From an optimization exercise on the open Yosys and OpenROAD flow, aimed at small area and a short achievable clock period; shortcuts taken in it are not production practice. RTL that was checked went through simulation tests only; none was proved equivalent to the original. The RTL of run 2 was laid out without a check of its function. No activity file was given, so power comes from the tool's default toggle rates.

## flow/design.v (module list and top-level ports; edited modules follow where they fit)
// module speed_ramp: 2670 lines
// module multi_speed_ctrl: 123 lines
module multi_speed_ctrl
#(
    parameter int NUM_CH      = 6,
    parameter int GP_BITS     = 16,
    parameter int DEADBAND    = 4,
    parameter int RAMP_STEP   = 1000,
    parameter int WDOG_CYCLES = 3000
) (
    input  logic                        clk,
    input  logic                        rst_n,
    input  logic                        avail,
    input  logic [7:0]                  data,
    input  logic [32*NUM_CH-1:0]        max_spd,
    output logic [32*NUM_CH-1:0]        tgt_spd,
    output logic [GP_BITS-1:0]          gp_out,
    output logic [8*NUM_CH+GP_BITS-1:0] latched_data,
    output logic                        frame_ok,
    output logic                        frame_err,
    output logic                        timeout
);
  // ...
==> flow/run.sh <==
#!/bin/bash
# synth_recipe.tcl (not shown) runs the flow's synth.tcl, then flattens the netlist and writes it again
# the make line also repeats each setting of config.mk as NAME=value (left out here)
make -C /OpenROAD-flow-scripts/flow DESIGN_CONFIG=/design/flow/config.mk WORK_HOME=/design/flow/orfs CLKGATE_MAP_FILE= SYNTH_SCRIPT=/design/flow/synth_recipe.tcl finish
==> flow/config.mk <==
export PLATFORM = sky130hd
export DESIGN_NAME = multi_speed_ctrl
export DESIGN_NICKNAME = multi_speed_ctrl
export VERILOG_FILES = /design/flow/design.v
export SDC_FILE = /design/flow/constraint.sdc
export NUM_CORES = 4
export LEC_CHECK = 0
export ABC_AREA = 1
export CAP_MARGIN = 20
export CORE_MARGIN = 2
export CORE_UTILIZATION = 40
export SETUP_SLACK_MARGIN = 3
export SLEW_MARGIN = 20
==> flow/constraint.sdc <==
create_clock -name core_clock -period 8.5 [get_ports {clk}]
set_input_delay 1.7000 -clock core_clock [delete_from_list [all_inputs] [get_ports {clk}]]
set_output_delay 1.7000 -clock core_clock [all_outputs]
set_load 0.01 [all_outputs]
==> impl_metrics.ini, run 1 <==
[clock_tree]
cts_setup_buffers = 1
tritoncts = yes
clock_path_buffers = 3
cts-buffers-inserted = 98

[floorplan]
ios = 478
tapCellCount = 2788
dieArea_um2 = 213000

[yosys]
ys_ff_latch = 733
synth-xor-area-share = 0.112
synth.area.mux_share = 0
synth.area.top_cells = dfxtp_1 (16%), fa_1 (15%), inv_1 (11%)
synth_edf_count = 68
yosys.area.top_type = dfxtp_1
synth_compound_area_frac = 0.113
postSynthCellCount = 11500

[min_path]
holdPathStages = 0

[critical_path]
slowest_delay_ns = 0.75
critPathLaunch = g_ch[4].u_ramp.tgt_q[0]
crit_path_end = g_ch[4].u_ramp.tgt_q[15]
required_ns = 9.14

[final_layout]
multi_input_area_share = 0.603
final_common_cell = inv_1
clkCellAreaFrac = 0.0359

[grt]
gr-usage-met3 = 0.0325
grt.overflow.total = 0
top_usage_layer = met2

[timing]
finalCriticalPeriod_ns = 5.14

[power]
ir_drop_uv = 193
p_clk_frac = 0.292
switchingPower_mw = 6.47

[place]
dp.cells = 14300

[job]
drv_cap = 0

[route]
vias = 73900
wl_mm = 256
via_per_inst = 5.10

[status]
status = finished clean
==> run 2, diff against run 1 <==
--- a/flow/design.v
+++ b/flow/design.v
@@ -1425,220 +1425,122 @@
     assign pp3[25] = ((one[3] & max_spd_i[25]) | (two[3] & max_spd_i[24])) ^ neg[3];
     assign pp3[26] = ((one[3] & max_spd_i[26]) | (two[3] & max_spd_i[25])) ^ neg[3];
     assign pp3[27] = ((one[3] & max_spd_i[27]) | (two[3] & max_spd_i[26])) ^ neg[3];
     assign pp3[28] = ((one[3] & max_spd_i[28]) | (two[3] & max_spd_i[27])) ^ neg[3];
     assign pp3[29] = ((one[3] & max_spd_i[29]) | (two[3] & max_spd_i[28])) ^ neg[3];
     assign pp3[30] = ((one[3] & max_spd_i[30]) | (two[3] & max_spd_i[29])) ^ neg[3];
     assign pp3[31] = ((one[3] & max_spd_i[31]) | (two[3] & max_spd_i[30])) ^ neg[3];
     assign pp3[32] = ((one[3] & max_spd_i[31]) | (two[3] & max_spd_i[31])) ^ neg[3];
-    assign s1 = neg[3] ^ pp0[6];
-    assign c2 = neg[3] & pp0[6];
-    assign s3 = pp0[7] ^ pp1[5];
-    assign c4 = pp0[7] & pp1[5];
-    assign s5 = pp0[8] ^ pp1[6];
-    assign c6 = pp0[8] & pp1[6];
-    assign s7 = pp0[9] ^ pp1[7];
-    assign c8 = pp0[9] & pp1[7];
-    assign s9 = pp0[10] ^ pp1[8];
-    assign c10 = pp0[10] & pp1[8];
-    assign s11 = pp0[11] ^ pp1[9];
-    assign c12 = pp0[11] & pp1[9];
-    assign s13 = pp0[12] ^ pp1[10];
-    assign c14 = pp0[12] & pp1[10];
-    assign s15 = pp0[13] ^ pp1[11];
-    assign c16 = pp0[13] & pp1[11];
-    assign s17 = pp0[14] ^ pp1[12];
-    assign c18 = pp0[14] & pp1[12];
-    assign s19 = pp0[15] ^ pp1[13];
-    assign c20 = pp0[15] & pp1[13];
-    assign s21 = pp0[16] ^ pp1[14];
-    assign c22 = pp0[16] & pp1[14];
-    assign s23 = pp0[17] ^ pp1[15];
-    assign c24 = pp0[17] & pp1[15];
-    assign s25 = pp0[18] ^ pp1[16];
-    assign c26 = pp0[18] & pp1[16];
-    assign s27 = pp0[19] ^ pp1[17];
-    assign c28 = pp0[19] & pp1[17];
-    assign s29 = pp0[20] ^ pp1[18];
-    assign c30 = pp0[20] & pp1[18];
-    assign s31 = pp0[21] ^ pp1[19];
-    assign c32 = pp0[21] & pp1[19];
-    assign s33 = pp0[22] ^ pp1[20];
-    assign c34 = pp0[22] & pp1[20];
-    assign s35 = pp0[23] ^ pp1[21];
-    assign c36 = pp0[23] & pp1[21];
-    assign s37 = pp0[24] ^ pp1[22];
-    assign c38 = pp0[24] & pp1[22];
-    assign s39 = pp0[25] ^ pp1[23];
-    assign c40 = pp0[25] & pp1[23];
-    assign s41 = pp0[26] ^ pp1[24];
-    assign c42 = pp0[26] & pp1[24];
-    assign s43 = pp0[27] ^ pp1[25];
-    assign c44 = pp0[27] & pp1[25];
-    assign s45 = pp0[28] ^ pp1[26];
-    assign c46 = pp0[28] & pp1[26];
-    assign s47 = pp0[29] ^ pp1[27];
-    assign c48 = pp0[29] & pp1[27];
-    assign s49 = pp0[30] ^ pp1[28];
-    assign c50 = pp0[30] & pp1[28];
-    assign s51 = pp0[31] ^ pp1[29];
-    assign c52 = pp0[31] & pp1[29];
+    ha_cell u_s1 (.a(neg[3]), .b(pp0[6]), .s(s1), .co(c2));
+    ha_cell u_s3 (.a(pp0[7]), .b(pp1[5]), .s(s3), .co(c4));
+    ha_cell u_s5 (.a(pp0[8]), .b(pp1[6]), .s(s5), .co(c6));
+    ha_cell u_s7 (.a(pp0[9]), .b(pp1[7]), .s(s7), .co(c8));
+    ha_cell u_s9 (.a(pp0[10]), .b(pp1[8]), .s(s9), .co(c10));
+    ha_cell u_s11 (.a(pp0[11]), .b(pp1[9]), .s(s11), .co(c12));
+    ha_cell u_s13 (.a(pp0[12]), .b(pp1[10]), .s(s13), .co(c14));
+    ha_cell u_s15 (.a(pp0[13]), .b(pp1[11]), .s(s15), .co(c16));
+    ha_cell u_s17 (.a(pp0[14]), .b(pp1[12]), .s(s17), .co(c18));
+    ha_cell u_s19 (.a(pp0[15]), .b(pp1[13]), .s(s19), .co(c20));
+    ha_cell u_s21 (.a(pp0[16]), .b(pp1[14]), .s(s21), .co(c22));
+    ha_cell u_s23 (.a(pp0[17]), .b(pp1[15]), .s(s23), .co(c24));
+    ha_cell u_s25 (.a(pp0[18]), .b(pp1[16]), .s(s25), .co(c26));
+    ha_cell u_s27 (.a(pp0[19]), .b(pp1[17]), .s(s27), .co(c28));
+    ha_cell u_s29 (.a(pp0[20]), .b(pp1[18]), .s(s29), .co(c30));
+    ha_cell u_s31 (.a(pp0[21]), .b(pp1[19]), .s(s31), .co(c32));
+    ha_cell u_s33 (.a(pp0[22]), .b(pp1[20]), .s(s33), .co(c34));
+    ha_cell u_s35 (.a(pp0[23]), .b(pp1[21]), .s(s35), .co(c36));
+    ha_cell u_s37 (.a(pp0[24]), .b(pp1[22]), .s(s37), .co(c38));
+    ha_cell u_s39 (.a(pp0[25]), .b(pp1[23]), .s(s39), .co(c40));
+    ha_cell u_s41 (.a(pp0[26]), .b(pp1[24]), .s(s41), .co(c42));
+    ha_cell u_s43 (.a(pp0[27]), .b(pp1[25]), .s(s43), .co(c44));
+    ha_cell u_s45 (.a(pp0[28]), .b(pp1[26]), .s(s45), .co(c46));
+    ha_cell u_s47 (.a(pp0[29]), .b(pp1[27]), .s(s47), .co(c48));
+    ha_cell u_s49 (.a(pp0[30]), .b(pp1[28]), .s(s49), .co(c50));
+    ha_cell u_s51 (.a(pp0[31]), .b(pp1[29]), .s(s51), .co(c52));
     assign s53 = 1'b1 ^ pp1[30] ^ pp2[28];
     assign c54 = (1'b1 & pp1[30]) | (1'b1 & pp2[28]) | (pp1[30] & pp2[28]);
     assign s55 = 1'b1 ^ pp1[31];
     assign c56 = 1'b1 & pp1[31];
-    assign s57 = neg[2] ^ pp0[4];
-    assign c58 = neg[2] & pp0[4];
-    assign s59 = pp0[5] ^ pp1[3];
-    assign c60 = pp0[5] & pp1[3];
-    assign s61 = pp1[4] ^ pp2[2] ^ pp3[0];
-    assign c62 = (pp1[4] & pp2[2]) | (pp1[4] & pp3[0]) | (pp2[2] & pp3[0]);
-    assign s63 = pp2[3] ^ pp3[1] ^ c2;
-    assign c64 = (pp2[3] & pp3[1]) | (pp2[3] & c2) | (pp3[1] & c2);
-    assign s65 = pp2[4] ^ pp3[2] ^ c4;
-    assign c66 = (pp2[4] & pp3[2]) | (pp2[4] & c4) | (pp3[2] & c4);
-    assign s67 = pp2[5] ^ pp3[3] ^ c6;
-    assign c68 = (pp2[5] & pp3[3]) | (pp2[5] & c6) | (pp3[3] & c6);
-    assign s69 = pp2[6] ^ pp3[4] ^ c8;
-    assign c70 = (pp2[6] & pp3[4]) | (pp2[6] & c8) | (pp3[4] & c8);
-    assign s71 = pp2[7] ^ pp3[5] ^ c10;
-    assign c72 = (pp2[7] & pp3[5]) | (pp2[7] & c10) | (pp3[5] & c10);
-    assign s73 = pp2[8] ^ pp3[6] ^ c12;
-    assign c74 = (pp2[8] & pp3[6]) | (pp2[8] & c12) | (pp3[6] & c12);
-    assign s75 = pp2[9] ^ pp3[7] ^ c14;
-    assign c76 = (pp2[9] & pp3[7]) | (pp2[9] & c14) | (pp3[7] & c14);
-    assign s77 = pp2[10] ^ pp3[8] ^ c16;
-    assign c78 = (pp2[10] & pp3[8]) | (pp2[10] & c16) | (pp3[8] & c16);
-    assign s79 = pp2[11] ^ pp3[9] ^ c18;
-    assign c80 = (pp2[11] & pp3[9]) | (pp2[11] & c18) | (pp3[9] & c18);
-    assign s81 = pp2[12] ^ pp3[10] ^ c20;
-    assign c82 = (pp2[12] & pp3[10]) | (pp2[12] & c20) | (pp3[10] & c20);
-    assign s83 = pp2[13] ^ pp3[11] ^ c22;
-    assign c84 = (pp2[13] & pp3[11]) | (pp2[13] & c22) | (pp3[11] & c22);
-    assign s85 = pp2[14] ^ pp3[12] ^ c24;
-    assign c86 = (pp2[14] & pp3[12]) | (pp2[14] & c24) | (pp3[12] & c24);
-    assign s87 = pp2[15] ^ pp3[13] ^ c26;
-    assign c88 = (pp2[15] & pp3[13]) | (pp2[15] & c26) | (pp3[13] & c26);
-    assign s89 = pp2[16] ^ pp3[14] ^ c28;
-    assign c90 = (pp2[16] & pp3[14]) | (pp2[16] & c28) | (pp3[14] & c28);
-    assign s91 = pp2[17] ^ pp3[15] ^ c30;
-    assign c92 = (pp2[17] & pp3[15]) | (pp2[17] & c30) | (pp3[15] & c30);
-    assign s93 = pp2[18] ^ pp3[16] ^ c32;
-    assign c94 = (pp2[18] & pp3[16]) | (pp2[18] & c32) | (pp3[16] & c32);
-    assign s95 = pp2[19] ^ pp3[17] ^ c34;
-    assign c96 = (pp2[19] & pp3[17]) | (pp2[19] & c34) | (pp3[17] & c34);
-    assign s97 = pp2[20] ^ pp3[18] ^ c36;
-    assign c98 = (pp2[20] & pp3[18]) | (pp2[20] & c36) | (pp3[18] & c36);
-    assign s99 = pp2[21] ^ pp3[19] ^ c38;
-    assign c100 = (pp2[21] & pp3[19]) | (pp2[21] & c38) | (pp3[19] & c38);
-    assign s101 = pp2[22] ^ pp3[20] ^ c40;
-    assign c102 = (pp2[22] & pp3[20]) | (pp2[22] & c40) | (pp3[20] & c40);
-    assign s103 = pp2[23] ^ pp3[21] ^ c42;
-    assign c104 = (pp2[23] & pp3[21]) | (pp2[23] & c42) | (pp3[21] & c42);
-    assign s105 = pp2[24] ^ pp3[22] ^ c44;
-    assign c106 = (pp2[24] & pp3[22]) | (pp2[24] & c44) | (pp3[22] & c44);
-    assign s107 = pp2[25] ^ pp3[23] ^ c46;
-    assign c108 = (pp2[25] & pp3[23]) | (pp2[25] & c46) | (pp3[23] & c46);
-    assign s109 = pp2[26] ^ pp3[24] ^ c48;
-    assign c110 = (pp2[26] & pp3[24]) | (pp2[26] & c48) | (pp3[24] & c48);
-    assign s111 = pp2[27] ^ pp3[25] ^ c50;
-    assign c112 = (pp2[27] & pp3[25]) | (pp2[27] & c50) | (pp3[25] & c50);
-    assign s113 = pp3[26] ^ ~pp0[32] ^ c52;
-    assign c114 = (pp3[26] & ~pp0[32]) | (pp3[26] & c52) | (~pp0[32] & c52);
-    assign s115 = pp2[29] ^ pp3[27] ^ s55;
-    assign c116 = (pp2[29] & pp3[27]) | (pp2[29] & s55) | (pp3[27] & s55);
-    assign s117 = pp2[30] ^ pp3[28] ^ ~pp1[32];
-    assign c118 = (pp2[30] & pp3[28]) | (pp2[30] & ~pp1[32]) | (pp3[28] & ~pp1[32]);
+    ha_cell u_s57 (.a(neg[2]), .b(pp0[4]), .s(s57), .co(c58));
+    ha_cell u_s59 (.a(pp0[5]), .b(pp1[3]), .s(s59), .co(c60));
+    fa_cell u_s61 (.a(pp1[4]), .b(pp2[2]), .ci(pp3[0]), .s(s61), .co(c62));
+    fa_cell u_s63 (.a(pp2[3]), .b(pp3[1]), .ci(c2), .s(s63), .co(c64));
+    fa_cell u_s65 (.a(pp2[4]), .b(pp3[2]), .ci(c4), .s(s65), .co(c66));
+    fa_cell u_s67 (.a(pp2[5]), .b(pp3[3]), .ci(c6), .s(s67), .co(c68));
+    fa_cell u_s69 (.a(pp2[6]), .b(pp3[4]), .ci(c8), .s(s69), .co(c70));
+    fa_cell u_s71 (.a(pp2[7]), .b(pp3[5]), .ci(c10), .s(s71), .co(c72));
+    fa_cell u_s73 (.a(pp2[8]), .b(pp3[6]), .ci(c12), .s(s73), .co(c74));
+    fa_cell u_s75 (.a(pp2[9]), .b(pp3[7]), .ci(c14), .s(s75), .co(c76));
+    fa_cell u_s77 (.a(pp2[10]), .b(pp3[8]), .ci(c16), .s(s77), .co(c78));
+    fa_cell u_s79 (.a(pp2[11]), .b(pp3[9]), .ci(c18), .s(s79), .co(c80));
+    fa_cell u_s81 (.a(pp2[12]), .b(pp3[10]), .ci(c20), .s(s81), .co(c82));
+    fa_cell u_s83 (.a(pp2[13]), .b(pp3[11]), .ci(c22), .s(s83), .co(c84));
+    fa_cell u_s85 (.a(pp2[14]), .b(pp3[12]), .ci(c24), .s(s85), .co(c86));
+    fa_cell u_s87 (.a(pp2[15]), .b(pp3[13]), .ci(c26), .s(s87), .co(c88));
+    fa_cell u_s89 (.a(pp2[16]), .b(pp3[14]), .ci(c28), .s(s89), .co(c90));
+    fa_cell u_s91 (.a(pp2[17]), .b(pp3[15]), .ci(c30), .s(s91), .co(c92));
+    fa_cell u_s93 (.a(pp2[18]), .b(pp3[16]), .ci(c32), .s(s93), .co(c94));
+    fa_cell u_s95 (.a(pp2[19]), .b(pp3[17]), .ci(c34), .s(s95), .co(c96));
+    fa_cell u_s97 (.a(pp2[20]), .b(pp3[18]), .ci(c36), .s(s97), .co(c98));
+    fa_cell u_s99 (.a(pp2[21]), .b(pp3[19]), .ci(c38), .s(s99), .co(c100));
+    fa_cell u_s101 (.a(pp2[22]), .b(pp3[20]), .ci(c40), .s(s101), .co(c102));
+    fa_cell u_s103 (.a(pp2[23]), .b(pp3[21]), .ci(c42), .s(s103), .co(c104));
+    fa_cell u_s105 (.a(pp2[24]), .b(pp3[22]), .ci(c44), .s(s105), .co(c106));
+    fa_cell u_s107 (.a(pp2[25]), .b(pp3[23]), .ci(c46), .s(s107), .co(c108));
+    fa_cell u_s109 (.a(pp2[26]), .b(pp3[24]), .ci(c48), .s(s109), .co(c110));
+    fa_cell u_s111 (.a(pp2[27]), .b(pp3[25]), .ci(c50), .s(s111), .co(c112));
+    fa_cell u_s113 (.a(pp3[26]), .b(~pp0[32]), .ci(c52), .s(s113), .co(c114));
+    fa_cell u_s115 (.a(pp2[29]), .b(pp3[27]), .ci(s55), .s(s115), .co(c116));
+    fa_cell u_s117 (.a(pp2[30]), .b(pp3[28]), .ci(~pp1[32]), .s(s117), .co(c118));
     assign s119 = 1'b1 ^ pp2[31];
     assign c120 = 1'b1 & pp2[31];
-    assign s121 = neg[1] ^ pp0[2];
-    assign c122 = neg[1] & pp0[2];
-    assign s123 = pp0[3] ^ pp1[1];
-    assign c124 = pp0[3] & pp1[1];
-    assign s125 = pp1[2] ^ pp2[0] ^ s57;
-    assign c126 = (pp1[2] & pp2[0]) | (pp1[2] & s57) | (pp2[0] & s57);
-    assign s127 = pp2[1] ^ c58 ^ s59;
-    assign c128 = (pp2[1] & c58) | (pp2[1] & s59) | (c58 & s59);
-    assign s129 = c60 ^ s1 ^ s61;
-    assign c130 = (c60 & s1) | (c60 & s61) | (s1 & s61);
-    assign s131 = s3 ^ c62 ^ s63;
-    assign c132 = (s3 & c62) | (s3 & s63) | (c62 & s63);
-    assign s133 = s5 ^ c64 ^ s65;
-    assign c134 = (s5 & c64) | (s5 & s65) | (c64 & s65);
-    assign s135 = s7 ^ c66 ^ s67;
-    assign c136 = (s7 & c66) | (s7 & s67) | (c66 & s67);
-    assign s137 = s9 ^ c68 ^ s69;
-    assign c138 = (s9 & c68) | (s9 & s69) | (c68 & s69);
-    assign s139 = s11 ^ c70 ^ s71;
-    assign c140 = (s11 & c70) | (s11 & s71) | (c70 & s71);
-    assign s141 = s13 ^ c72 ^ s73;
-    assign c142 = (s13 & c72) | (s13 & s73) | (c72 & s73);
-    assign s143 = s15 ^ c74 ^ s75;
-    assign c144 = (s15 & c74) | (s15 & s75) | (c74 & s75);
-    assign s145 = s17 ^ c76 ^ s77;
-    assign c146 = (s17 & c76) | (s17 & s77) | (c76 & s77);
-    assign s147 = s19 ^ c78 ^ s79;
-    assign c148 = (s19 & c78) | (s19 & s79) | (c78 & s79);
-    assign s149 = s21 ^ c80 ^ s81;
-    assign c150 = (s21 & c80) | (s21 & s81) | (c80 & s81);
-    assign s151 = s23 ^ c82 ^ s83;
-    assign c152 = (s23 & c82) | (s23 & s83) | (c82 & s83);
-    assign s153 = s25 ^ c84 ^ s85;
-    assign c154 = (s25 & c84) | (s25 & s85) | (c84 & s85);
-    assign s155 = s27 ^ c86 ^ s87;
-    assign c156 = (s27 & c86) | (s27 & s87) | (c86 & s87);
-    assign s157 = s29 ^ c88 ^ s89;
-    assign c158 = (s29 & c88) | (s29 & s89) | (c88 & s89);
-    assign s159 = s31 ^ c90 ^ s91;
-    assign c160 = (s31 & c90) | (s31 & s91) | (c90 & s91);
-    assign s161 = s33 ^ c92 ^ s93;
-    assign c162 = (s33 & c92) | (s33 & s93) | (c92 & s93);
-    assign s163 = s35 ^ c94 ^ s95;
-    assign c164 = (s35 & c94) | (s35 & s95) | (c94 & s95);
-    assign s165 = s37 ^ c96 ^ s97;
-    assign c166 = (s37 & c96) | (s37 & s97) | (c96 & s97);
-    assign s167 = s39 ^ c98 ^ s99;
-    assign c168 = (s39 & c98) | (s39 & s99) | (c98 & s99);
-    assign s169 = s41 ^ c100 ^ s101;
-    assign c170 = (s41 & c100) | (s41 & s101) | (c100 & s101);
-    assign s171 = s43 ^ c102 ^ s103;
-    assign c172 = (s43 & c102) | (s43 & s103) | (c102 & s103);
-    assign s173 = s45 ^ c104 ^ s105;
-    assign c174 = (s45 & c104) | (s45 & s105) | (c104 & s105);
-    assign s175 = s47 ^ c106 ^ s107;
-    assign c176 = (s47 & c106) | (s47 & s107) | (c106 & s107);
-    assign s177 = s49 ^ c108 ^ s109;
-    assign c178 = (s49 & c108) | (s49 & s109) | (c108 & s109);
-    assign s179 = s51 ^ c110 ^ s111;
-    assign c180 = (s51 & c110) | (s51 & s111) | (c110 & s111);
-    assign s181 = s53 ^ c112 ^ s113;
-    assign c182 = (s53 & c112) | (s53 & s113) | (c112 & s113);
-    assign s183 = c54 ^ c114 ^ s115;
-    assign c184 = (c54 & c114) | (c54 & s115) | (c114 & s115);
-    assign s185 = c56 ^ s117 ^ c116;
-    assign c186 = (c56 & s117) | (c56 & c116) | (s117 & c116);
-    assign s187 = pp3[29] ^ s119 ^ c118;
-    assign c188 = (pp3[29] & s119) | (pp3[29] & c118) | (s119 & c118);
-    assign s189 = pp3[30] ^ ~pp2[32] ^ c120;
-    assign c190 = (pp3[30] & ~pp2[32]) | (pp3[30] & c120) | (~pp2[32] & c120);
+    ha_cell u_s121 (.a(neg[1]), .b(pp0[2]), .s(s121), .co(c122));
+    ha_cell u_s123 (.a(pp0[3]), .b(pp1[1]), .s(s123), .co(c124));
+    fa_cell u_s125 (.a(pp1[2]), .b(pp2[0]), .ci(s57), .s(s125), .co(c126));
+    fa_cell u_s127 (.a(pp2[1]), .b(c58), .ci(s59), .s(s127), .co(c128));
+    fa_cell u_s129 (.a(c60), .b(s1), .ci(s61), .s(s129), .co(c130));
+    fa_cell u_s131 (.a(s3), .b(c62), .ci(s63), .s(s131), .co(c132));
+    fa_cell u_s133 (.a(s5), .b(c64), .ci(s65), .s(s133), .co(c134));
+    fa_cell u_s135 (.a(s7), .b(c66), .ci(s67), .s(s135), .co(c136));
+    fa_cell u_s137 (.a(s9), .b(c68), .ci(s69), .s(s137), .co(c138));
+    fa_cell u_s139 (.a(s11), .b(c70), .ci(s71), .s(s139), .co(c140));
+    fa_cell u_s141 (.a(s13), .b(c72), .ci(s73), .s(s141), .co(c142));
+    fa_cell u_s143 (.a(s15), .b(c74), .ci(s75), .s(s143), .co(c144));
+    fa_cell u_s145 (.a(s17), .b(c76), .ci(s77), .s(s145), .co(c146));
+    fa_cell u_s147 (.a(s19), .b(c78), .ci(s79), .s(s147), .co(c148));
+    fa_cell u_s149 (.a(s21), .b(c80), .ci(s81), .s(s149), .co(c150));
+    fa_cell u_s151 (.a(s23), .b(c82), .ci(s83), .s(s151), .co(c152));
+    fa_cell u_s153 (.a(s25), .b(c84), .ci(s85), .s(s153), .co(c154));
+    fa_cell u_s155 (.a(s27), .b(c86), .ci(s87), .s(s155), .co(c156));
+    fa_cell u_s157 (.a(s29), .b(c88), .ci(s89), .s(s157), .co(c158));
+    fa_cell u_s159 (.a(s31), .b(c90), .ci(s91), .s(s159), .co(c160));
+    fa_cell u_s161 (.a(s33), .b(c92), .ci(s93), .s(s161), .co(c162));
+    fa_cell u_s163 (.a(s35), .b(c94), .ci(s95), .s(s163), .co(c164));
+    fa_cell u_s165 (.a(s37), .b(c96), .ci(s97), .s(s165), .co(c166));
+    fa_cell u_s167 (.a(s39), .b(c98), .ci(s99), .s(s167), .co(c168));
+    fa_cell u_s169 (.a(s41), .b(c100), .ci(s101), .s(s169), .co(c170));
+    fa_cell u_s171 (.a(s43), .b(c102), .ci(s103), .s(s171), .co(c172));
+    fa_cell u_s173 (.a(s45), .b(c104), .ci(s105), .s(s173), .co(c174));
+    fa_cell u_s175 (.a(s47), .b(c106), .ci(s107), .s(s175), .co(c176));
+    fa_cell u_s177 (.a(s49), .b(c108), .ci(s109), .s(s177), .co(c178));
+    fa_cell u_s179 (.a(s51), .b(c110), .ci(s111), .s(s179), .co(c180));
+    fa_cell u_s181 (.a(s53), .b(c112), .ci(s113), .s(s181), .co(c182));
+    fa_cell u_s183 (.a(c54), .b(c114), .ci(s115), .s(s183), .co(c184));
+    fa_cell u_s185 (.a(c56), .b(s117), .ci(c116), .s(s185), .co(c186));
+    fa_cell u_s187 (.a(pp3[29]), .b(s119), .ci(c118), .s(s187), .co(c188));
+    fa_cell u_s189 (.a(pp3[30]), .b(~pp2[32]), .ci(c120), .s(s189), .co(c190));
     assign s191 = 1'b1 ^ pp3[31];
     assign c192 = 1'b1 & pp3[31];
-    assign s193 = neg[0] ^ pp0[0];
-    assign c194 = neg[0] & pp0[0];
-    assign s195 = s121 ^ pp1[0];
-    assign c196 = s121 & pp1[0];
-    assign s197 = s123 ^ c122;
-    assign c198 = s123 & c122;
-    assign s199 = s125 ^ c124;
-    assign c200 = s125 & c124;
-    assign s201 = s127 ^ c126;
-    assign c202 = s127 & c126;
-    assign s203 = s129 ^ c128;
-    assign c204 = s129 & c128;
+    ha_cell u_s193 (.a(neg[0]), .b(pp0[0]), .s(s193), .co(c194));
+    ha_cell u_s195 (.a(s121), .b(pp1[0]), .s(s195), .co(c196));
+    ha_cell u_s197 (.a(s123), .b(c122), .s(s197), .co(c198));
+    ha_cell u_s199 (.a(s125), .b(c124), .s(s199), .co(c200));
+    ha_cell u_s201 (.a(s127), .b(c126), .s(s201), .co(c202));
+    ha_cell u_s203 (.a(s129), .b(c128), .s(s203), .co(c204));
     assign g205 = 1'b0 | (pp0[1] & c194);
     assign p206 = pp0[1] & s193;
     assign g207 = c198 | (s197 & c196);
     assign p208 = s197 & s195;
     assign g209 = c202 | (s201 & c200);
     assign p210 = s201 & s199;
     assign g211 = c196 | (s195 & g205);
     assign p212 = s195 & p206;
@@ -1647,80 +1549,48 @@
     assign g215 = c204 | (s203 & g209);
     assign p216 = s203 & p210;
     assign g217 = c200 | (s199 & g213);
     assign p218 = s199 & p214;
     assign g219 = g209 | (p210 & g213);
     assign p220 = p210 & p214;
     assign g221 = g215 | (p216 & g213);
     assign p222 = p216 & p214;
-    assign s223 = s_q[0] ^ c_q[0];
-    assign c224 = s_q[0] & c_q[0];
-    assign s225 = s_q[1] ^ c_q[1];
-    assign c226 = s_q[1] & c_q[1];
-    assign s227 = s_q[2] ^ c_q[2];
-    assign c228 = s_q[2] & c_q[2];
-    assign s229 = s_q[3] ^ c_q[3];
-    assign c230 = s_q[3] & c_q[3];
-    assign s231 = s_q[4] ^ c_q[4];
-    assign c232 = s_q[4] & c_q[4];
-    assign s233 = s_q[5] ^ c_q[5];
-    assign c234 = s_q[5] & c_q[5];
-    assign s235 = s_q[6] ^ c_q[6];
-    assign c236 = s_q[6] & c_q[6];
-    assign s237 = s_q[7] ^ c_q[7];
-    assign c238 = s_q[7] & c_q[7];
-    assign s239 = s_q[8] ^ c_q[8];
-    assign c240 = s_q[8] & c_q[8];
-    assign s241 = s_q[9] ^ c_q[9];
-    assign c242 = s_q[9] & c_q[9];
-    assign s243 = s_q[10] ^ c_q[10];
-    assign c244 = s_q[10] & c_q[10];
-    assign s245 = s_q[11] ^ c_q[11];
-    assign c246 = s_q[11] & c_q[11];
-    assign s247 = s_q[12] ^ c_q[12];
-    assign c248 = s_q[12] & c_q[12];
-    assign s249 = s_q[13] ^ c_q[13];
-    assign c250 = s_q[13] & c_q[13];
-    assign s251 = s_q[14] ^ c_q[14];
-    assign c252 = s_q[14] & c_q[14];
-    assign s253 = s_q[15] ^ c_q[15];
-    assign c254 = s_q[15] & c_q[15];
-    assign s255 = s_q[16] ^ c_q[16];
-    assign c256 = s_q[16] & c_q[16];
-    assign s257 = s_q[17] ^ c_q[17];
-    assign c258 = s_q[17] & c_q[17];
-    assign s259 = s_q[18] ^ c_q[18];
-    assign c260 = s_q[18] & c_q[18];
-    assign s261 = s_q[19] ^ c_q[19];
-    assign c262 = s_q[19] & c_q[19];
-    assign s263 = s_q[20] ^ c_q[20];
-    assign c264 = s_q[20] & c_q[20];
-    assign s265 = s_q[21] ^ c_q[21];
-    assign c266 = s_q[21] & c_q[21];
-    assign s267 = s_q[22] ^ c_q[22];
-    assign c268 = s_q[22] & c_q[22];
-    assign s269 = s_q[23] ^ c_q[23];
-    assign c270 = s_q[23] & c_q[23];
-    assign s271 = s_q[24] ^ c_q[24];
-    assign c272 = s_q[24] & c_q[24];
-    assign s273 = s_q[25] ^ c_q[25];
-    assign c274 = s_q[25] & c_q[25];
-    assign s275 = s_q[26] ^ c_q[26];
-    assign c276 = s_q[26] & c_q[26];
-    assign s277 = s_q[27] ^ c_q[27];
-    assign c278 = s_q[27] & c_q[27];
-    assign s279 = s_q[28] ^ c_q[28];
-    assign c280 = s_q[28] & c_q[28];
-    assign s281 = s_q[29] ^ c_q[29];
-    assign c282 = s_q[29] & c_q[29];
-    assign s283 = s_q[30] ^ c_q[30];
-    assign c284 = s_q[30] & c_q[30];
-    assign s285 = s_q[31] ^ c_q[31];
-    assign c286 = s_q[31] & c_q[31];
+    ha_cell u_s223 (.a(s_q[0]), .b(c_q[0]), .s(s223), .co(c224));
+    ha_cell u_s225 (.a(s_q[1]), .b(c_q[1]), .s(s225), .co(c226));
+    ha_cell u_s227 (.a(s_q[2]), .b(c_q[2]), .s(s227), .co(c228));
+    ha_cell u_s229 (.a(s_q[3]), .b(c_q[3]), .s(s229), .co(c230));
+    ha_cell u_s231 (.a(s_q[4]), .b(c_q[4]), .s(s231), .co(c232));
+    ha_cell u_s233 (.a(s_q[5]), .b(c_q[5]), .s(s233), .co(c234));
+    ha_cell u_s235 (.a(s_q[6]), .b(c_q[6]), .s(s235), .co(c236));
+    ha_cell u_s237 (.a(s_q[7]), .b(c_q[7]), .s(s237), .co(c238));
+    ha_cell u_s239 (.a(s_q[8]), .b(c_q[8]), .s(s239), .co(c240));
+    ha_cell u_s241 (.a(s_q[9]), .b(c_q[9]), .s(s241), .co(c242));
+    ha_cell u_s243 (.a(s_q[10]), .b(c_q[10]), .s(s243), .co(c244));
+    ha_cell u_s245 (.a(s_q[11]), .b(c_q[11]), .s(s245), .co(c246));
+    ha_cell u_s247 (.a(s_q[12]), .b(c_q[12]), .s(s247), .co(c248));
+    ha_cell u_s249 (.a(s_q[13]), .b(c_q[13]), .s(s249), .co(c250));
+    ha_cell u_s251 (.a(s_q[14]), .b(c_q[14]), .s(s251), .co(c252));
+    ha_cell u_s253 (.a(s_q[15]), .b(c_q[15]), .s(s253), .co(c254));
+    ha_cell u_s255 (.a(s_q[16]), .b(c_q[16]), .s(s255), .co(c256));
+    ha_cell u_s257 (.a(s_q[17]), .b(c_q[17]), .s(s257), .co(c258));
+    ha_cell u_s259 (.a(s_q[18]), .b(c_q[18]), .s(s259), .co(c260));
+    ha_cell u_s261 (.a(s_q[19]), .b(c_q[19]), .s(s261), .co(c262));
+    ha_cell u_s263 (.a(s_q[20]), .b(c_q[20]), .s(s263), .co(c264));
+    ha_cell u_s265 (.a(s_q[21]), .b(c_q[21]), .s(s265), .co(c266));
+    ha_cell u_s267 (.a(s_q[22]), .b(c_q[22]), .s(s267), .co(c268));
+    ha_cell u_s269 (.a(s_q[23]), .b(c_q[23]), .s(s269), .co(c270));
+    ha_cell u_s271 (.a(s_q[24]), .b(c_q[24]), .s(s271), .co(c272));
+    ha_cell u_s273 (.a(s_q[25]), .b(c_q[25]), .s(s273), .co(c274));
+    ha_cell u_s275 (.a(s_q[26]), .b(c_q[26]), .s(s275), .co(c276));
+    ha_cell u_s277 (.a(s_q[27]), .b(c_q[27]), .s(s277), .co(c278));
+    ha_cell u_s279 (.a(s_q[28]), .b(c_q[28]), .s(s279), .co(c280));
+    ha_cell u_s281 (.a(s_q[29]), .b(c_q[29]), .s(s281), .co(c282));
+    ha_cell u_s283 (.a(s_q[30]), .b(c_q[30]), .s(s283), .co(c284));
+    ha_cell u_s285 (.a(s_q[31]), .b(c_q[31]), .s(s285), .co(c286));
     assign g287 = c224 | (s223 & lc_q);
     assign g288 = c226 | (s225 & g287);
     assign p289 = s225 & s223;
     assign g290 = c230 | (s229 & c228);
     assign p291 = s229 & s227;
     assign g292 = c234 | (s233 & c232);
     assign p293 = s233 & s231;
     assign g294 = c238 | (s237 & c236);
@@ -1904,146 +1774,81 @@
     assign y472 = s271 ^ g430;
     assign y473 = s273 ^ g432;
     assign y474 = s275 ^ g434;
     assign y475 = s277 ^ g436;
     assign y476 = s279 ^ g438;
     assign y477 = s281 ^ g440;
     assign y478 = s283 ^ g442;
     assign y479 = s285 ^ g444;
-    assign s480 = s_q[0] ^ c_q[0] ^ ~tgt_q[0];
-    assign c481 = (s_q[0] & c_q[0]) | (s_q[0] & ~tgt_q[0]) | (c_q[0] & ~tgt_q[0]);
-    assign s482 = s_q[1] ^ c_q[1] ^ ~tgt_q[1];
-    assign c483 = (s_q[1] & c_q[1]) | (s_q[1] & ~tgt_q[1]) | (c_q[1] & ~tgt_q[1]);
-    assign s484 = s_q[2] ^ c_q[2] ^ ~tgt_q[2];
-    assign c485 = (s_q[2] & c_q[2]) | (s_q[2] & ~tgt_q[2]) | (c_q[2] & ~tgt_q[2]);
-    assign s486 = s_q[3] ^ c_q[3] ^ ~tgt_q[3];
-    assign c487 = (s_q[3] & c_q[3]) | (s_q[3] & ~tgt_q[3]) | (c_q[3] & ~tgt_q[3]);
-    assign s488 = s_q[4] ^ c_q[4] ^ ~tgt_q[4];
-    assign c489 = (s_q[4] & c_q[4]) | (s_q[4] & ~tgt_q[4]) | (c_q[4] & ~tgt_q[4]);
-    assign s490 = s_q[5] ^ c_q[5] ^ ~tgt_q[5];
-    assign c491 = (s_q[5] & c_q[5]) | (s_q[5] & ~tgt_q[5]) | (c_q[5] & ~tgt_q[5]);
-    assign s492 = s_q[6] ^ c_q[6] ^ ~tgt_q[6];
-    assign c493 = (s_q[6] & c_q[6]) | (s_q[6] & ~tgt_q[6]) | (c_q[6] & ~tgt_q[6]);
-    assign s494 = s_q[7] ^ c_q[7] ^ ~tgt_q[7];
-    assign c495 = (s_q[7] & c_q[7]) | (s_q[7] & ~tgt_q[7]) | (c_q[7] & ~tgt_q[7]);
-    assign s496 = s_q[8] ^ c_q[8] ^ ~tgt_q[8];
-    assign c497 = (s_q[8] & c_q[8]) | (s_q[8] & ~tgt_q[8]) | (c_q[8] & ~tgt_q[8]);
-    assign s498 = s_q[9] ^ c_q[9] ^ ~tgt_q[9];
-    assign c499 = (s_q[9] & c_q[9]) | (s_q[9] & ~tgt_q[9]) | (c_q[9] & ~tgt_q[9]);
-    assign s500 = s_q[10] ^ c_q[10] ^ ~tgt_q[10];
-    assign c501 = (s_q[10] & c_q[10]) | (s_q[10] & ~tgt_q[10]) | (c_q[10] & ~tgt_q[10]);
-    assign s502 = s_q[11] ^ c_q[11] ^ ~tgt_q[11];
-    assign c503 = (s_q[11] & c_q[11]) | (s_q[11] & ~tgt_q[11]) | (c_q[11] & ~tgt_q[11]);
-    assign s504 = s_q[12] ^ c_q[12] ^ ~tgt_q[12];
-    assign c505 = (s_q[12] & c_q[12]) | (s_q[12] & ~tgt_q[12]) | (c_q[12] & ~tgt_q[12]);
-    assign s506 = s_q[13] ^ c_q[13] ^ ~tgt_q[13];
-    assign c507 = (s_q[13] & c_q[13]) | (s_q[13] & ~tgt_q[13]) | (c_q[13] & ~tgt_q[13]);
-    assign s508 = s_q[14] ^ c_q[14] ^ ~tgt_q[14];
-    assign c509 = (s_q[14] & c_q[14]) | (s_q[14] & ~tgt_q[14]) | (c_q[14] & ~tgt_q[14]);
-    assign s510 = s_q[15] ^ c_q[15] ^ ~tgt_q[15];
-    assign c511 = (s_q[15] & c_q[15]) | (s_q[15] & ~tgt_q[15]) | (c_q[15] & ~tgt_q[15]);
-    assign s512 = s_q[16] ^ c_q[16] ^ ~tgt_q[16];
-    assign c513 = (s_q[16] & c_q[16]) | (s_q[16] & ~tgt_q[16]) | (c_q[16] & ~tgt_q[16]);
-    assign s514 = s_q[17] ^ c_q[17] ^ ~tgt_q[17];
-    assign c515 = (s_q[17] & c_q[17]) | (s_q[17] & ~tgt_q[17]) | (c_q[17] & ~tgt_q[17]);
-    assign s516 = s_q[18] ^ c_q[18] ^ ~tgt_q[18];
-    assign c517 = (s_q[18] & c_q[18]) | (s_q[18] & ~tgt_q[18]) | (c_q[18] & ~tgt_q[18]);
-    assign s518 = s_q[19] ^ c_q[19] ^ ~tgt_q[19];
-    assign c519 = (s_q[19] & c_q[19]) | (s_q[19] & ~tgt_q[19]) | (c_q[19] & ~tgt_q[19]);
-    assign s520 = s_q[20] ^ c_q[20] ^ ~tgt_q[20];
-    assign c521 = (s_q[20] & c_q[20]) | (s_q[20] & ~tgt_q[20]) | (c_q[20] & ~tgt_q[20]);
-    assign s522 = s_q[21] ^ c_q[21] ^ ~tgt_q[21];
-    assign c523 = (s_q[21] & c_q[21]) | (s_q[21] & ~tgt_q[21]) | (c_q[21] & ~tgt_q[21]);
-    assign s524 = s_q[22] ^ c_q[22] ^ ~tgt_q[22];
-    assign c525 = (s_q[22] & c_q[22]) | (s_q[22] & ~tgt_q[22]) | (c_q[22] & ~tgt_q[22]);
-    assign s526 = s_q[23] ^ c_q[23] ^ ~tgt_q[23];
-    assign c527 = (s_q[23] & c_q[23]) | (s_q[23] & ~tgt_q[23]) | (c_q[23] & ~tgt_q[23]);
-    assign s528 = s_q[24] ^ c_q[24] ^ ~tgt_q[24];
-    assign c529 = (s_q[24] & c_q[24]) | (s_q[24] & ~tgt_q[24]) | (c_q[24] & ~tgt_q[24]);
-    assign s530 = s_q[25] ^ c_q[25] ^ ~tgt_q[25];
-    assign c531 = (s_q[25] & c_q[25]) | (s_q[25] & ~tgt_q[25]) | (c_q[25] & ~tgt_q[25]);
-    assign s532 = s_q[26] ^ c_q[26] ^ ~tgt_q[26];
-    assign c533 = (s_q[26] & c_q[26]) | (s_q[26] & ~tgt_q[26]) | (c_q[26] & ~tgt_q[26]);
-    assign s534 = s_q[27] ^ c_q[27] ^ ~tgt_q[27];
-    assign c535 = (s_q[27] & c_q[27]) | (s_q[27] & ~tgt_q[27]) | (c_q[27] & ~tgt_q[27]);
-    assign s536 = s_q[28] ^ c_q[28] ^ ~tgt_q[28];
-    assign c537 = (s_q[28] & c_q[28]) | (s_q[28] & ~tgt_q[28]) | (c_q[28] & ~tgt_q[28]);
-    assign s538 = s_q[29] ^ c_q[29] ^ ~tgt_q[29];
-    assign c539 = (s_q[29] & c_q[29]) | (s_q[29] & ~tgt_q[29]) | (c_q[29] & ~tgt_q[29]);
-    assign s540 = s_q[30] ^ c_q[30] ^ ~tgt_q[30];
-    assign c541 = (s_q[30] & c_q[30]) | (s_q[30] & ~tgt_q[30]) | (c_q[30] & ~tgt_q[30]);
-    assign s542 = s_q[31] ^ c_q[31] ^ ~tgt_q[31];
-    assign c543 = (s_q[31] & c_q[31]) | (s_q[31] & ~tgt_q[31]) | (c_q[31] & ~tgt_q[31]);
-    assign s544 = s_q[32] ^ ~tgt_q[31];
-    assign c545 = s_q[32] & ~tgt_q[31];
-    assign s546 = s482 ^ c481;
-    assign c547 = s482 & c481;
-    assign s548 = s484 ^ c483;
-    assign c549 = s484 & c483;
-    assign s550 = s486 ^ c485;
-    assign c551 = s486 & c485;
-    assign s552 = s488 ^ c487;
-    assign c553 = s488 & c487;
-    assign s554 = s490 ^ c489;
-    assign c555 = s490 & c489;
-    assign s556 = s492 ^ c491;
-    assign c557 = s492 & c491;
-    assign s558 = s494 ^ c493;
-    assign c559 = s494 & c493;
-    assign s560 = s496 ^ c495;
-    assign c561 = s496 & c495;
-    assign s562 = s498 ^ c497;
-    assign c563 = s498 & c497;
-    assign s564 = s500 ^ c499;
-    assign c565 = s500 & c499;
-    assign s566 = s502 ^ c501;
-    assign c567 = s502 & c501;
-    assign s568 = s504 ^ c503;
-    assign c569 = s504 & c503;
-    assign s570 = s506 ^ c505;
-    assign c571 = s506 & c505;
-    assign s572 = s508 ^ c507;
-    assign c573 = s508 & c507;
-    assign s574 = s510 ^ c509;
-    assign c575 = s510 & c509;
-    assign s576 = s512 ^ c511;
-    assign c577 = s512 & c511;
-    assign s578 = s514 ^ c513;
-    assign c579 = s514 & c513;
-    assign s580 = s516 ^ c515;
-    assign c581 = s516 & c515;
-    assign s582 = s518 ^ c517;
-    assign c583 = s518 & c517;
-    assign s584 = s520 ^ c519;
-    assign c585 = s520 & c519;
-    assign s586 = s522 ^ c521;
-    assign c587 = s522 & c521;
-    assign s588 = s524 ^ c523;
-    assign c589 = s524 & c523;
-    assign s590 = s526 ^ c525;
-    assign c591 = s526 & c525;
-    assign s592 = s528 ^ c527;
-    assign c593 = s528 & c527;
-    assign s594 = s530 ^ c529;
-    assign c595 = s530 & c529;
-    assign s596 = s532 ^ c531;
-    assign c597 = s532 & c531;
-    assign s598 = s534 ^ c533;
-    assign c599 = s534 & c533;
-    assign s600 = s536 ^ c535;
-    assign c601 = s536 & c535;
-    assign s602 = s538 ^ c537;
-    assign c603 = s538 & c537;
-    assign s604 = s540 ^ c539;
-    assign c605 = s540 & c539;
-    assign s606 = s542 ^ c541;
-    assign c607 = s542 & c541;
-    assign s608 = s544 ^ c543;
-    assign c609 = s544 & c543;
+    fa_cell u_s480 (.a(s_q[0]), .b(c_q[0]), .ci(~tgt_q[0]), .s(s480), .co(c481));
+    fa_cell u_s482 (.a(s_q[1]), .b(c_q[1]), .ci(~tgt_q[1]), .s(s482), .co(c483));
+    fa_cell u_s484 (.a(s_q[2]), .b(c_q[2]), .ci(~tgt_q[2]), .s(s484), .co(c485));
+    fa_cell u_s486 (.a(s_q[3]), .b(c_q[3]), .ci(~tgt_q[3]), .s(s486), .co(c487));
+    fa_cell u_s488 (.a(s_q[4]), .b(c_q[4]), .ci(~tgt_q[4]), .s(s488), .co(c489));
+    fa_cell u_s490 (.a(s_q[5]), .b(c_q[5]), .ci(~tgt_q[5]), .s(s490), .co(c491));
+    fa_cell u_s492 (.a(s_q[6]), .b(c_q[6]), .ci(~tgt_q[6]), .s(s492), .co(c493));
+    fa_cell u_s494 (.a(s_q[7]), .b(c_q[7]), .ci(~tgt_q[7]), .s(s494), .co(c495));
+    fa_cell u_s496 (.a(s_q[8]), .b(c_q[8]), .ci(~tgt_q[8]), .s(s496), .co(c497));
+    fa_cell u_s498 (.a(s_q[9]), .b(c_q[9]), .ci(~tgt_q[9]), .s(s498), .co(c499));
+    fa_cell u_s500 (.a(s_q[10]), .b(c_q[10]), .ci(~tgt_q[10]), .s(s500), .co(c501));
+    fa_cell u_s502 (.a(s_q[11]), .b(c_q[11]), .ci(~tgt_q[11]), .s(s502), .co(c503));
+    fa_cell u_s504 (.a(s_q[12]), .b(c_q[12]), .ci(~tgt_q[12]), .s(s504), .co(c505));
+    fa_cell u_s506 (.a(s_q[13]), .b(c_q[13]), .ci(~tgt_q[13]), .s(s506), .co(c507));
+    fa_cell u_s508 (.a(s_q[14]), .b(c_q[14]), .ci(~tgt_q[14]), .s(s508), .co(c509));
+    fa_cell u_s510 (.a(s_q[15]), .b(c_q[15]), .ci(~tgt_q[15]), .s(s510), .co(c511));
+    fa_cell u_s512 (.a(s_q[16]), .b(c_q[16]), .ci(~tgt_q[16]), .s(s512), .co(c513));
+    fa_cell u_s514 (.a(s_q[17]), .b(c_q[17]), .ci(~tgt_q[17]), .s(s514), .co(c515));
+    fa_cell u_s516 (.a(s_q[18]), .b(c_q[18]), .ci(~tgt_q[18]), .s(s516), .co(c517));
+    fa_cell u_s518 (.a(s_q[19]), .b(c_q[19]), .ci(~tgt_q[19]), .s(s518), .co(c519));
+    fa_cell u_s520 (.a(s_q[20]), .b(c_q[20]), .ci(~tgt_q[20]), .s(s520), .co(c521));
+    fa_cell u_s522 (.a(s_q[21]), .b(c_q[21]), .ci(~tgt_q[21]), .s(s522), .co(c523));
+    fa_cell u_s524 (.a(s_q[22]), .b(c_q[22]), .ci(~tgt_q[22]), .s(s524), .co(c525));
+    fa_cell u_s526 (.a(s_q[23]), .b(c_q[23]), .ci(~tgt_q[23]), .s(s526), .co(c527));
+    fa_cell u_s528 (.a(s_q[24]), .b(c_q[24]), .ci(~tgt_q[24]), .s(s528), .co(c529));
+    fa_cell u_s530 (.a(s_q[25]), .b(c_q[25]), .ci(~tgt_q[25]), .s(s530), .co(c531));
+    fa_cell u_s532 (.a(s_q[26]), .b(c_q[26]), .ci(~tgt_q[26]), .s(s532), .co(c533));
+    fa_cell u_s534 (.a(s_q[27]), .b(c_q[27]), .ci(~tgt_q[27]), .s(s534), .co(c535));
+    fa_cell u_s536 (.a(s_q[28]), .b(c_q[28]), .ci(~tgt_q[28]), .s(s536), .co(c537));
+    fa_cell u_s538 (.a(s_q[29]), .b(c_q[29]), .ci(~tgt_q[29]), .s(s538), .co(c539));
+    fa_cell u_s540 (.a(s_q[30]), .b(c_q[30]), .ci(~tgt_q[30]), .s(s540), .co(c541));
+    fa_cell u_s542 (.a(s_q[31]), .b(c_q[31]), .ci(~tgt_q[31]), .s(s542), .co(c543));
+    ha_cell u_s544 (.a(s_q[32]), .b(~tgt_q[31]), .s(s544), .co(c545));
+    ha_cell u_s546 (.a(s482), .b(c481), .s(s546), .co(c547));
+    ha_cell u_s548 (.a(s484), .b(c483), .s(s548), .co(c549));
+    ha_cell u_s550 (.a(s486), .b(c485), .s(s550), .co(c551));
+    ha_cell u_s552 (.a(s488), .b(c487), .s(s552), .co(c553));
+    ha_cell u_s554 (.a(s490), .b(c489), .s(s554), .co(c555));
+    ha_cell u_s556 (.a(s492), .b(c491), .s(s556), .co(c557));
+    ha_cell u_s558 (.a(s494), .b(c493), .s(s558), .co(c559));
+    ha_cell u_s560 (.a(s496), .b(c495), .s(s560), .co(c561));
+    ha_cell u_s562 (.a(s498), .b(c497), .s(s562), .co(c563));
+    ha_cell u_s564 (.a(s500), .b(c499), .s(s564), .co(c565));
+    ha_cell u_s566 (.a(s502), .b(c501), .s(s566), .co(c567));
+    ha_cell u_s568 (.a(s504), .b(c503), .s(s568), .co(c569));
+    ha_cell u_s570 (.a(s506), .b(c505), .s(s570), .co(c571));
+    ha_cell u_s572 (.a(s508), .b(c507), .s(s572), .co(c573));
+    ha_cell u_s574 (.a(s510), .b(c509), .s(s574), .co(c575));
+    ha_cell u_s576 (.a(s512), .b(c511), .s(s576), .co(c577));
+    ha_cell u_s578 (.a(s514), .b(c513), .s(s578), .co(c579));
+    ha_cell u_s580 (.a(s516), .b(c515), .s(s580), .co(c581));
+    ha_cell u_s582 (.a(s518), .b(c517), .s(s582), .co(c583));
+    ha_cell u_s584 (.a(s520), .b(c519), .s(s584), .co(c585));
+    ha_cell u_s586 (.a(s522), .b(c521), .s(s586), .co(c587));
+    ha_cell u_s588 (.a(s524), .b(c523), .s(s588), .co(c589));
+    ha_cell u_s590 (.a(s526), .b(c525), .s(s590), .co(c591));
+    ha_cell u_s592 (.a(s528), .b(c527), .s(s592), .co(c593));
+    ha_cell u_s594 (.a(s530), .b(c529), .s(s594), .co(c595));
+    ha_cell u_s596 (.a(s532), .b(c531), .s(s596), .co(c597));
+    ha_cell u_s598 (.a(s534), .b(c533), .s(s598), .co(c599));
+    ha_cell u_s600 (.a(s536), .b(c535), .s(s600), .co(c601));
+    ha_cell u_s602 (.a(s538), .b(c537), .s(s602), .co(c603));
+    ha_cell u_s604 (.a(s540), .b(c539), .s(s604), .co(c605));
+    ha_cell u_s606 (.a(s542), .b(c541), .s(s606), .co(c607));
+    ha_cell u_s608 (.a(s544), .b(c543), .s(s608), .co(c609));
     assign g610 = 1'b0 | (s480 & lc_q);
     assign g611 = c547 | (s546 & g610);
     assign p612 = s546 & s480;
     assign g613 = c551 | (s550 & c549);
     assign p614 = s550 & s548;
     assign g615 = c555 | (s554 & c553);
     assign p616 = s554 & s552;
     assign g617 = c559 | (s558 & c557);
@@ -2690,16 +2495,30 @@
     always_ff @(posedge clk) begin
         s_q   <= s_d;
         c_q   <= c_d;
         lc_q  <= lc_d;
         tgt_q <= zero_i ? 32'd0 : tgt_nx;
     end
     assign tgt_spd_o = tgt_q;
 endmodule
+module fa_cell (
+    input  logic a, b, ci,
+    output logic s, co
+);
+    assign s  = a ^ b ^ ci;
+    assign co = (a & b) | (a & ci) | (b & ci);
+endmodule
+module ha_cell (
+    input  logic a, b,
+    output logic s, co
+);
+    assign s  = a ^ b;
+    assign co = a & b;
+endmodule
 module multi_speed_ctrl
 #(
     parameter int NUM_CH      = 6,
     parameter int GP_BITS     = 16,
     parameter int DEADBAND    = 4,
     parameter int RAMP_STEP   = 1000,
     parameter int WDOG_CYCLES = 3000
 ) (
--- a/flow/config.mk
+++ b/flow/config.mk
@@ -4,10 +4,12 @@
 export VERILOG_FILES = /design/flow/design.v
 export SDC_FILE = /design/flow/constraint.sdc
 export NUM_CORES = 4
 export LEC_CHECK = 0
 export ABC_AREA = 1
 export CAP_MARGIN = 20
 export CORE_MARGIN = 2
 export CORE_UTILIZATION = 40
-export SETUP_SLACK_MARGIN = 3
+export SETUP_SLACK_MARGIN = 4.5
 export SLEW_MARGIN = 20
+export SYNTH_HIERARCHICAL = 1
+export SYNTH_MINIMUM_KEEP_SIZE = 0
==> impl_metrics.ini, run 2 <==
[clock_tree]
tritoncts = yes
root_buffer = clkbuf_16
worst_skew_pair.late_latency_ns = 0.74
cts_hold_buf = 0
htreeDepth = 3
cts_sinks = 733
clock_path_buffers = 3
cts-buffers-inserted = 98
clk_pin_slew_ns = 0.06

[grt]
antenna_found_initial = 15
grt.overflow.total = 0
grt_util_all_layers = 0.254
first_global_vias = 74400
grt_max_degree = 65
grt_pass1_wl_mm = 420

[job]
drv_cap = 0

[floorplan]
dieArea_um2 = 208000
core.rowCount = 165
floorplan.initialDensity = 0.403
die_w_um = 456
die_h_um = 456
coreArea_um2 = 203000
ios = 478

[power]
power_per_cell_area_nw_per_um2 = 331
power_mw = 33.2
p_leak_nw = 52.4
ir_drop_uv = 348

[yosys]
ys_ff_latch = 733
synth.area.top_cells = dfxtp_1 (16%), fa_1 (14%), ha_1 (11%)
synth.most_common_cell = nand2_1
ys_types = 48
postSynth.asyncResetShare = 0
synth_top_area_frac = 0.163
ys.flop_type = dfxtp_1
syn_nets = 12500
seq_area_frac_synth = 0.188
postSynthCellCount = 11000
syn_avg_cell_area_um2 = 7.43
synth_area_um2 = 81700
synth_edf_count = 68
yosys.area.top_type = dfxtp_1
synth_commonest_cells = nand2_1 (2420), inv_1 (1336), xor2_1 (921), nor2_1 (789), ha_1 (745)
yosysWarningCount = 8

[final_layout]
finalNetCount = 13000
drive_gt1_frac = 0.143
final_cell_mix = nand2_1 (2292), inv_1 (1262), xor2_1 (912)
top_regs = g_ch.u_ramp.c_q x192, g_ch.u_ramp.s_q x192, g_ch.u_ramp.tgt_q x192
final_common_cell = nand2_1
post-route-util = 0.495
area_delta_synth_final_pct = 22.6

[critical_path]
crit_chain = inv_1 > fa_1 > ha_2 > nand2_2 > inv_1 > nand2_1 > nand2_1 > a21oi_4 > nand2_4 > ha_4 > nor2_4 > xnor2_2 > or2_4 > a21oi_2 > nand2_1 > nor2_2 > nand2_1 > nor2_2 > nand3_4 > buf_12 > nand2_8 > buf_12 > a21oi_2
critPathSlowestCell = fa_1
critPathTopFamily = simple AND/OR/NAND/NOR gates
required_ns = 9.11
slowest_delay_ns = 0.51
end_kind = register
cp_max_fo = 8
cp_num_buf_inv = 4
critPathArrivalTime_ns = 4.58
cp-start-kind = register
path_common_cell = nand2_1
path_class = reg2reg

[timing]
tns_ns = 0
finalCriticalPeriod_ns = 3.98
tightest_slew_ns = 1.09
drv_slew = 0
fin_crit_sh = 0.468
report.final.setup_viol = 0
fmax_mhz = 251
skew_ns = 0.0378
hold_violations = 0
fin_ws_ns = 4.52
maxSlewHeadroom = 0.269
rsz0062_at_grt = yes

[min_path]
hp-class = reg2reg

[place]
dp_hpwl_mm = 196
gp_congestion = 0.900
place_ws_ns = 2.88
port_buffers = 477

[route]
drcViolationCount = 0
drt_pass1_iterations = 7
wl_per_cell_um = 19.7
vias = 77300
drtIter0Drc = 6142
ant_nets = 0
wl_mm = 281
via_per_inst = 5.42

[status]
status = finished clean
[run 2: cell count changes after synthesis, sizes merged, moves of 41 or more]
cell | before | now
clkbuf | 163 | 260
nor2 | 604 | 819
buf | 395 | 311
nand2 | 2056 | 2501
nand3 | 852 | 743
ha | 643 | 745
inv | 2451 | 1375
nand4 | 104 | 53
fa | 630 | 564
a21oi | 484 | 525
[run 2: cells by family after synthesis]
| group | after synthesis | share of synthesized area |
|---|---|---|
| other | 6 | 0.000276 |
| adders and majority gates | 1309 | 0.252 |
| AOI/OAI and AO/OA | 1676 | 0.120 |
| and+or+nand+nor | 4302 | 0.224 |
| DFF | 733 | 0.188 |
| xor gates and xnor gates | 1020 | 0.112 |
| buffers and inverters | 1954 | 0.104 |
[run 2: report_power, final]
part           leakage, nW  switching [mW]  internal (mW)  total [mW]
combinational         44.7            15.8           8.52        24.3
sequential            6.03           0.501           3.89        4.39
clock                 1.66            1.85           2.66        4.50
[run 2: repair_timing]
action,CTS,global route
pin swaps,148,341
endpoints found under the setup margin,649,567
gates cloned,75,29
buffers inserted,215,113
resized for setup,706,679
[run 2: modules after synthesis, one instance, submodules excluded]
module            flip-flops and latches  cell area, µm²  copies in the design
multi_speed_ctrl                     151            7020                     1
ha_cell                                0            12.5                   606
fa_cell                                0            20.0                   564
speed_ramp                            97            9300                     6
[run 2: layout make-up]
class | instances | area, µm²
tap | 2672 | 3340
sequential | 733 | 15600
clock inverter | 69 | 774
antenna | 7 | 17.5
clock buffer | 114 | 2670
fill | 19300 | 102000
timing repair inverter | 17 | 128
multi-input combinational | 8367 | 62600
inverter | 1383 | 5360
timing repair buffer | 896 | 9690
[run 2: final timing paths]
kind / endpoint / startpoint / cells past startpoint / slack, ns
setup reg to reg: g_ch[1].u_ramp.tgt_q[4] / g_ch[1].u_ramp.tgt_q[14] / 23 / 4.52
hold / removal: shift_q[56] / shift_q[52] / 0 / 0.45
hold reg to reg: shift_q[56] / shift_q[52] / 0 / 0.45
setup / recovery: g_ch[1].u_ramp.tgt_q[4] / g_ch[1].u_ramp.tgt_q[14] / 23 / 4.52
[run 2: metrics by stage]
| step | hold WS, ns | area [µm²] | std cells |
|---|---|---|---|
| final | 0.448 | 100000 | 14300 |
| after global routing | 0.457 | 100000 | 14300 |
| after CTS | 0.442 | 96300 | 14100 |
| after detailed placement | 0.436 | 87200 | 13600 |
| after global placement | 0.434 | 87200 | 13600 |
| after floorplan | 0.427 | 81700 | 11000 |
[run 2: metal layers]
metal	vias up	share of wire	GRT usage
met5	-	0.000085	0
met4	4	0.064	0.142
met3	641	0.064	0.0310
met2	2929	0.46	0.413
met1	37000	0.41	0.324
li1	36800	-	-

static timing again, ports no longer ideal:
No port has a modelled driver above. Below, the same layouts with a new extraction and two added sets of constraints.
Step 1: set_driving_cell puts a clkbuf_16 on clk and a buf_2 on each other input, an assumption about the parent block.
Step 2, shift: input delay + t, output delay - t, t = (earliest + latest rising clock arrival at the registers) / 2. This alone moves slack from input paths to output paths.
a / b / c = ideal ports / drivers / drivers and shift; a / b = the first two.
run	t, ns	slack for setup (ns)	hold slack, ns	clock arrival spread, ns	pins driven straight from the clock port
run 1	0.812	3.356 / 3.291 / 3.356	0.439 / 0.439 / 0.439	0.030 / 0.031	1
run 2	0.810	4.522 / 4.481 / 3.910	0.448 / 0.448 / 0.448	0.038 / 0.039	1
After both steps every run listed still meets setup and hold. The setup slack of run 2, which loses most, moves by -0.041 ns with the drivers and by -0.612 ns with both steps.
